Context: an optimization exercise on an open-source flow, tuned for small area, a short achievable clock period and few clock cycles per item. The choices shown serve that exercise and are no tape-out recipe. Function was checked by simulation only, so behaviour that the tests miss may differ from the original. No activity file was given, so power comes from the tool's default toggle rates.

## tolerant_run_length_encoder_core
module tolerant_run_length_encoder_core #(
    parameter int RUN_DEPTH = 16
) (
    input  logic                          i_clk,
    input  logic                          i_rst_n,
    input  logic                          i_s_tvalid,
    output logic                          o_s_tready,
    input  logic [47:0]                   i_s_tdata,
    output logic                          o_m_tvalid,
    input  logic                          i_m_tready,
    output logic [31:0]                   o_m_tdata,
    output logic                          o_m_tlast,
    input  logic                          i_cfg_we,
    input  logic [trle_pkg::CFG_AW-1:0]   i_cfg_addr,
    input  logic [trle_pkg::CFG_DW-1:0]   i_cfg_wdata
);
    localparam int SW = trle_pkg::SAMPLE_W;
    localparam int CW = trle_pkg::COUNT_W;
    localparam int TW = trle_pkg::TIME_W;
    localparam int AW = $clog2(RUN_DEPTH);
    localparam int PW = AW + 1;
    logic [SW-1:0]   r_iv;         
    logic            r_dz;         
    logic            r_rel;        
    logic [AW-1:0]   r_limm1;      
    logic [TW-1:0]   r_alive;
    logic [SW+1:0]   r_d3;         
    logic            r_ib_v;
    logic [SW-1:0]   r_s;
    logic [TW-1:0]   r_now;
    logic [AW-1:0]   r_T;          
    logic [PW-1:0]   r_tail;       
    logic [PW-1:0]   r_commit;     
    logic [PW-1:0]   r_head;       
    logic            r_room2;      
    logic            r_room1;      
    logic [TW-1:0]   r_F;          
    logic [TW:0]     r_G;          
    logic            r_gdirty;     
    logic [CW-1:0]   r_cnt;        
    logic [SW-1:0]   r_v;          
    logic [SW-1:0]   r_lo;         
    logic [SW:0]     r_hp;
    logic [SW+1:0]   r_hpd;        
    logic [SW:0]     r_lod;        
    logic            r_fixa;       
    logic            r_fixb;       
    logic            r_bv;         
    logic            r_rcq;        
    logic            r_wen;
    logic [AW-1:0]   r_wpos;
    logic [RUN_DEPTH-1:0] r_last;
    logic [RUN_DEPTH-1:0] r_zero;
    logic            r_ov;
    logic            r_avail;      
    logic [31:0]     r_od;
    logic            r_ol;
    logic [SW-1:0]   w_d;
    logic            w_go;
    logic            w_ld;
  ...
clock: 7.0 ns
lec_check: 0
cap_margin: 20
core_margin: 2
core_utilization: 40
setup_slack_margin: 3.0
slew_margin: 20
run.sh (not shown) runs the stock make flow with config.mk's settings and CLKGATE_MAP_FILE= SYNTH_SCRIPT=/design/flow/synth_recipe.tcl, a recipe that flattens the netlist after the stock synthesis.
The first run went through all stages and came out clean.
Testbench counts at the start, summed over its fixed seeds: cycles 14,731, words 12,800.
==> next run, changes <==
--- a/flow/config.mk
+++ b/flow/config.mk
@@ -11 +11,3 @@
-export SETUP_SLACK_MARGIN = 3.0
+export CTS_BUF_LIST = sky130_fd_sc_hd__clkbuf_8
+export CTS_CLUSTER_SIZE = 24
+export SETUP_SLACK_MARGIN = 3.5
After rerunning:
- The new run finished clean
- hold slack improves by 0.0036 ns
- global-route usage grows by 1.0 points
- design area grows by a few percent
- utilization grows by 2.2 points
- flip-flop and latch count is unchanged

* * *

Setup of red:
tolerant_run_length_encoder_core again, from the RTL that the note above started with.
Design tolerant_run_length_encoder_core, start of the top module:
module tolerant_run_length_encoder_core #(
    parameter int RUN_DEPTH = 16
) (
    input  logic                          i_clk,
    input  logic                          i_rst_n,
    input  logic                          i_s_tvalid,
    output logic                          o_s_tready,
    input  logic [47:0]                   i_s_tdata,
    output logic                          o_m_tvalid,
    input  logic                          i_m_tready,
    output logic [31:0]                   o_m_tdata,
    output logic                          o_m_tlast,
    input  logic                          i_cfg_we,
    input  logic [trle_pkg::CFG_AW-1:0]   i_cfg_addr,
    input  logic [trle_pkg::CFG_DW-1:0]   i_cfg_wdata
);
    localparam int SW = trle_pkg::SAMPLE_W;
    localparam int CW = trle_pkg::COUNT_W;
    localparam int TW = trle_pkg::TIME_W;
    localparam int AW = $clog2(RUN_DEPTH);
    localparam int PW = AW + 1;
    logic [SW-1:0]   r_iv;         
    logic            r_dz;         
    logic            r_rel;        
    logic [AW-1:0]   r_limm1;      
    logic [TW-1:0]   r_alive;
    logic [SW+1:0]   r_d3;         
    logic            r_ib_v;
    logic [SW-1:0]   r_s;
    logic [TW-1:0]   r_now;
    logic [AW-1:0]   r_T;          
    logic [PW-1:0]   r_tail;       
    logic [PW-1:0]   r_commit;     
    logic [PW-1:0]   r_head;       
    logic            r_room2;      
    logic            r_room1;      
    logic [TW-1:0]   r_F;          
    logic [TW:0]     r_G;          
    logic            r_gdirty;     
    logic [CW-1:0]   r_cnt;        
    logic [SW-1:0]   r_v;          
    logic [SW-1:0]   r_lo;         
    logic [SW:0]     r_hp;
    logic [SW+1:0]   r_hpd;        
    logic [SW:0]     r_lod;        
    logic            r_fixa;       
    logic            r_fixb;       
    logic            r_bv;         
    logic            r_rcq;        
    logic            r_wen;
    logic [AW-1:0]   r_wpos;
    logic [RUN_DEPTH-1:0] r_last;
  ...
Settings: LEC_CHECK=0, CAP_MARGIN=20, CORE_MARGIN=2, CORE_UTILIZATION=40, SETUP_SLACK_MARGIN=3.5, SLEW_MARGIN=20, TNS_END_PERCENT=5; clock period 7.0 ns.
Testbench counts of red, summed over its fixed seeds: cycles 14,731, words 12,800.
## Diff of input files: orange against red
# red
export LEC_CHECK = 0
export CAP_MARGIN = 20
export CORE_MARGIN = 2
export CORE_UTILIZATION = 40
export SETUP_SLACK_MARGIN = 3.5
export SLEW_MARGIN = 20
export TNS_END_PERCENT = 5
create_clock -name core_clock -period 7.0 [get_ports {i_clk}]
# orange
export LEC_CHECK = 0
export CAP_MARGIN = 20
export CORE_MARGIN = 2
export CORE_UTILIZATION = 40
export SETUP_SLACK_MARGIN = 3.5
export SLEW_MARGIN = 20
create_clock -name core_clock -period 7.0 [get_ports {i_clk}]
Findings:
red → orange: post-route total power has decreased; clock power saw a decrease. Going from red to orange, fraction of power consumed by combinational cells grows by 1.7 points. Taking red as the reference, in orange final critical delay including setup and external delays decreased 0.033 ns, sequential share of layout area down 0.84 points. Against red, orange comes in 0.96 points higher on post-layout utilization of the core. In orange relative to red, first-pass GRT wire length had gone up slightly. Non-clock buffer contribution to total cell area in orange is 1.2 points above red. Relative to red, reg2reg setup slack increased by 0.08 ns in orange.

static timing again, ports no longer ideal:
The results above use ideal ports. As a check the final layouts listed here were re-extracted and re-timed, cells and wires unchanged.
Step 1 (the two cells are an assumption about what drives the block):
set clk [get_ports {i_clk}]
set_driving_cell -lib_cell sky130_fd_sc_hd__clkbuf_16 $clk
set_driving_cell -lib_cell sky130_fd_sc_hd__buf_2 [delete_from_list [all_inputs] $clk]
Step 2 times the ports against the registers' clock, not the clock port: input delays grow and output delays shrink by t, the midpoint of the rising clock arrivals with the driver on.
Three values: no drivers, after step 1, after step 2; two values: the first two.
run | t (ns) | slack for setup (ns) | hold slack, ns | slew at the worst register clock pin (ns) | worst slew at a driven data input, ns
the first run of note 1 | 0.749 | 3.073 / 3.073 / 2.858 | 0.447 / 0.447 / 0.447 | 0.06 / 0.06 | 0.08
the second run of note 1 | 0.925 | 3.404 / 3.334 / 2.651 | 0.451 / 0.451 / 0.451 | 0.07 / 0.07 | 0.06
red | 0.770 | 3.320 / 3.320 / 2.844 | 0.448 / 0.448 / 0.448 | 0.07 / 0.07 | 0.05
orange | 0.766 | 3.353 / 3.403 / 2.639 | 0.450 / 0.450 / 0.450 | 0.06 / 0.06 | 0.06
After both steps setup and hold are still met in every run listed. The setup slack of the second run of note 1, which loses most, moves by -0.070 ns with the drivers and by -0.753 ns with both steps.
